Context: an optimization exercise on an open-source flow, tuned for small area and a short achievable clock period. The choices shown serve that exercise and are no tape-out recipe.
Function was checked by simulation only, so behaviour that the tests miss may differ from the original.
Power and IR drop assume default switching activity.

Design mem_responder, start of the top module:
module mem_responder #(
  parameter int LATENCY    = cpu_mem_pkg::LATENCY_DEF,   
  parameter int DEPTH_LOG2 = 8              
) (
  input  logic                clk,
  input  logic                rst_n,
  input  logic                enable,
  input  logic                wr,
  input  logic [cpu_mem_pkg::ADDR_W-1:0] addr,
  input  logic [cpu_mem_pkg::WORD_W-1:0] data_in,
  output logic [cpu_mem_pkg::WORD_W-1:0] data_out,
  output logic                ready,
  output logic                busy,
  output logic                valid
);
Size in the first run: roughly 4300 flip-flops, about 55 I/O pins, about 100000 µm² of cells after synthesis.
==> module mem_responder, before the edit <==
module mem_responder #(
  parameter int LATENCY    = cpu_mem_pkg::LATENCY_DEF,   
  parameter int DEPTH_LOG2 = 8              
) (
  input  logic                clk,
  input  logic                rst_n,
  input  logic                enable,
  input  logic                wr,
  input  logic [cpu_mem_pkg::ADDR_W-1:0] addr,
  input  logic [cpu_mem_pkg::WORD_W-1:0] data_in,
  output logic [cpu_mem_pkg::WORD_W-1:0] data_out,
  output logic                ready,
  output logic                busy,
  output logic                valid
);
  localparam int W      = cpu_mem_pkg::WORD_W;
  localparam int NRING  = 64;
  localparam int NG     = 4;                 
  localparam int GS     = 16;                
  logic [2:0]  st, st_nx;
  logic        idle_q, busy_i;
  logic        complete;
  logic        idle_nx;
  logic        accept;
  assign complete = st[2];
  assign ready    = ~busy;
  assign accept   = idle_q & enable;
  assign idle_nx  = idle_q ? ~enable : complete;
  assign st_nx    = idle_nx ? 3'd0 : st + 3'd1;
  always_ff @(posedge clk or negedge rst_n) begin
    if (!rst_n) begin
      st     <= 3'd0;
      idle_q <= 1'b1;
      busy_i <= 1'b0;
      busy   <= 1'b0;
      valid  <= 1'b0;
    end else begin
      valid  <= complete;
      busy   <= ~idle_nx;
      st     <= st_nx;
      idle_q <= (st_nx == 3'd0);
      busy_i <= (st_nx != 3'd0);
    end
  end
  logic [2:0] phase;
  logic [2:0] phase_nx;
  assign phase_nx = phase + 3'd1;
  always_ff @(posedge clk) phase <= phase_nx;
  logic [7:0]   lat_addr, lat_addr_nx;
  logic [W-1:0] lat_data;
  logic         lat_wr, lat_wr_nx;
  assign lat_addr_nx = idle_q ? addr[8:1] : lat_addr;
  assign lat_wr_nx   = idle_q ? wr : lat_wr;
  logic [W-1:0]  tap;
  logic [GS-1:0] sel_lo_q, sel_lo_d;
  logic [3:0]    sel_pa, sel_pb;
  logic [NG-1:0] sel_hi_q;
  for (genvar i = 0; i < GS; i++) begin : g_slo
    assign sel_lo_d[i] = (addr[6:3] == 4'(i));
  end
  for (genvar i = 0; i < 4; i++) begin : g_spre
    assign sel_pa[i] = ~busy_i & (addr[4:3] == 2'(i));
    assign sel_pb[i] = (addr[6:5] == 2'(i));
  end
  logic d_t0, d_t1, d_pd, d_lt, d_hold;
  logic l_t0, l_t1, l_pd, l_hold;
  logic fwd_nx, rd_take_nx, rd_done_nx;
  logic at_tap_nx;
  logic [2:0] pol_nx;
  assign pol_nx = phase_nx - 3'd3;
  logic         pend_v, pend_v_nx;
  logic [7:0]   pend_addr, pend_addr_nx;
  logic [W-1:0] pend_data;
  logic         commit_q, commit_nx;
  logic [NRING-1:0] wen_q;
  logic [W-1:0] wdata_n;
  assign pend_v_nx    = (complete & lat_wr) | (pend_v & ~commit_q);
  assign pend_addr_nx = (complete & lat_wr) ? lat_addr : pend_addr;
  assign commit_nx    = pend_v_nx & ((pend_addr_nx[1:0] + phase_nx[1:0]) == 2'd0);
  assign wdata_n = ~(pend_data ^ {W{phase_nx[2]}});
  assign at_tap_nx = ((lat_addr_nx[1:0] + phase_nx[1:0]) == 2'd0);
  assign fwd_nx     = pend_v_nx & (pend_addr_nx == lat_addr_nx);
  assign rd_take_nx = ~idle_nx & at_tap_nx & ~lat_wr_nx;
  assign rd_done_nx = st_nx[2] & ~lat_wr_nx;
  always_ff @(posedge clk or negedge rst_n) begin
    if (!rst_n) begin
      sel_lo_q <= '0;
      d_t0     <= 1'b0;
      d_t1     <= 1'b0;
      d_pd     <= 1'b0;
      d_lt     <= 1'b0;
      d_hold   <= 1'b1;
    end else begin
      if (idle_q)
        sel_lo_q <= enable ? sel_lo_d : '0;
      else if (complete)
        sel_lo_q <= '0;
      d_t0   <= rd_done_nx & at_tap_nx & ~fwd_nx & ~pol_nx[2];
      d_t1   <= rd_done_nx & at_tap_nx & ~fwd_nx & pol_nx[2];
      d_pd   <= rd_done_nx & at_tap_nx & fwd_nx;
      d_lt   <= rd_done_nx & ~at_tap_nx;
      d_hold <= ~rd_done_nx;
    end
  end
  always_ff @(posedge clk) begin
    pend_v    <= pend_v_nx;
    pend_addr <= pend_addr_nx;
    commit_q  <= commit_nx;
    for (int i = 0; i < NRING; i++)
      wen_q[i] <= commit_nx & (pend_addr_nx[7:2] == 6'(i));
    if (complete && lat_wr) pend_data <= lat_data;
    lat_addr <= lat_addr_nx;
    lat_wr   <= lat_wr_nx;
    if (idle_q) begin
      for (int i = 0; i < NG; i++)
        sel_hi_q[i] <= (addr[8:7] != 2'(i));
    end
    if (idle_q)
      lat_data <= data_in;
    else
      lat_data <= ({W{l_t0}} & tap) | ({W{l_t1}} & ~tap) |
                  ({W{l_pd}} & pend_data) | ({W{l_hold}} & lat_data);
    l_t0   <= rd_take_nx & ~fwd_nx & ~pol_nx[2];
    l_t1   <= rd_take_nx & ~fwd_nx & pol_nx[2];
    l_pd   <= rd_take_nx & fwd_nx;
    l_hold <= ~idle_nx & ~rd_take_nx;
  end
  logic [W-1:0] s0 [NRING];
  logic [W-1:0] s1 [NRING];
  logic [W-1:0] s2 [NRING];
  logic [W-1:0] s3 [NRING];
  logic [W-1:0] s1_nx [NRING];
  for (genvar r = 0; r < NRING; r++) begin : g_ring
    logic wen_n;
    assign wen_n = ~wen_q[r];
    for (genvar b = 0; b < W; b++) begin : g_bit
      mr_mux_inv u_wr (
        .s_n (wen_n),
        .a   (wdata_n[b]),
        .s   (wen_q[r]),
        .b   (s0[r][b]),
        .y   (s1_nx[r][b])
      );
    end
    always_ff @(posedge clk) begin
      s1[r] <= s1_nx[r];
      s2[r] <= s1[r];
      s3[r] <= s2[r];
      s0[r] <= s3[r];
    end
  end
  logic [W-1:0] grp [NG];
  for (genvar g = 0; g < NG; g++) begin : g_grp
    logic [W-1:0]  grp_d;
    logic [GS-1:0] sel;
    mr_sel_lo u_sel (
      .pa  (sel_pa),
      .pb  (sel_pb),
      .q   (sel_lo_q),
      .y   (sel)
    );
    for (genvar b = 0; b < W; b++) begin : g_col
      logic [GS-1:0] col;
      for (genvar r = 0; r < GS; r++) begin : g_r
        assign col[r] = s3[g*GS+r][b];
      end
      mr_read_col #(.N(GS)) u_col (
        .d   (col),
        .sel_n (sel),
        .y     (grp_d[b])
      );
    end
    always_ff @(posedge clk) grp[g] <= grp_d;
  end
  for (genvar b = 0; b < W; b++) begin : g_tap
    logic [NG-1:0] col;
    for (genvar g = 0; g < NG; g++) begin : g_g
      assign col[g] = grp[g][b];
    end
    mr_read_col #(.N(NG)) u_col (
      .d   (col),
      .sel_n (sel_hi_q),
      .y     (tap[b])
    );
  end
  always_ff @(posedge clk or negedge rst_n) begin
    if (!rst_n) begin
      data_out <= '0;
    end else begin
      data_out <= ({W{d_t0}} & tap) | ({W{d_t1}} & ~tap) | ({W{d_pd}} & pend_data) |
                  ({W{d_lt}} & lat_data) | ({W{d_hold}} & data_out);
    end
  end
endmodule
clock: 5.0 ns
lec_check: 0
cap_margin: 20
core_margin: 2
core_utilization: 65
cts_cluster_diameter: 100
cts_cluster_size: 30
setup_slack_margin: 2.7
slew_margin: 20
synth_hierarchical: 1
synth_memory_max_bits: 8192
tns_end_percent: 20
standard.sh (not shown) runs the stock make flow with config.mk's settings and CLKGATE_MAP_FILE= SYNTH_SCRIPT=/design/flow/synth_recipe.tcl, a recipe that flattens the netlist after the stock synthesis.
==> flow/flow/run.sh <==
#!/bin/bash
# Layout flow: the standard ORFS flow (standard.sh, all steps through
# finish), with one change: the port buffers that global placement inserts
# are sky130_fd_sc_hd__buf_4 cells instead of the delay-type buffer that
# buffer_ports picks by default, which is slow on the input paths.
# The make output goes to standard_flow.log here; each ORFS step keeps its
# own log under orfs/logs/.
set -euo pipefail
export BUFFER_PORTS_ARGS="-buffer_cell sky130_fd_sc_hd__buf_4"
bash standard.sh finish > standard_flow.log 2>&1
Rerun with:
--- a/flow/design.v
+++ b/flow/design.v
@@ -81,13 +81,12 @@
   always_ff @(posedge clk) phase <= phase_nx;
   logic [7:0]   lat_addr, lat_addr_nx;
   logic [W-1:0] lat_data;
   logic         lat_wr, lat_wr_nx;
   assign lat_addr_nx = idle_q ? addr[8:1] : lat_addr;
   assign lat_wr_nx   = idle_q ? wr : lat_wr;
-  logic [W-1:0]  tap;
   logic [GS-1:0] sel_lo_q, sel_lo_d;
   logic [3:0]    sel_pa, sel_pb;
   logic [NG-1:0] sel_hi_q;
   for (genvar i = 0; i < GS; i++) begin : g_slo
     assign sel_lo_d[i] = (addr[6:3] == 4'(i));
   end
@@ -180,12 +179,13 @@
       s2[r] <= s1[r];
       s3[r] <= s2[r];
       s0[r] <= s3[r];
     end
   end
   logic [W-1:0] grp [NG];
+  logic [W-1:0] tap;
   for (genvar g = 0; g < NG; g++) begin : g_grp
     logic [W-1:0]  grp_d;
     logic [GS-1:0] sel;
     mr_sel_lo u_sel (
       .pa  (sel_pa),
       .pb  (sel_pb),
=> Setup slack does not change; synthesized cell count stays the same; global-route usage stays the same; power stays the same; clock-buffer cell count stays the same; combinational power barely changes; register-to-register slack barely changes; maximum frequency stays the same; wire length is unchanged.

afterwards: timing with drivers on the ports:
In the flow no input, the clock included, has a driving cell. The finished layouts below were timed again as built, in two steps.
Step 1 (the two cells are an assumption about what drives the block):
set clk [get_ports {clk}]
set_driving_cell -lib_cell sky130_fd_sc_hd__clkbuf_16 $clk
set_driving_cell -lib_cell sky130_fd_sc_hd__buf_2 [delete_from_list [all_inputs] $clk]
Step 2 adds t to the input delays and takes it off the output delays; t is the mean of the earliest and latest rising clock arrival at the registers after step 1. Input paths then give back, and output paths get back, about the clock's delay inside the block.
Slacks: ideal / step 1 / step 2; pairs: ideal / step 1.
run | t, ns | slack for setup (ns) | slew at the worst register clock pin (ns)
the first run | 0.923 | 2.477 / 2.390 / 1.755 | 0.12 / 0.12
the second run | 0.923 | 2.477 / 2.390 / 1.755 | 0.12 / 0.12
After both steps every run listed still meets setup and hold.
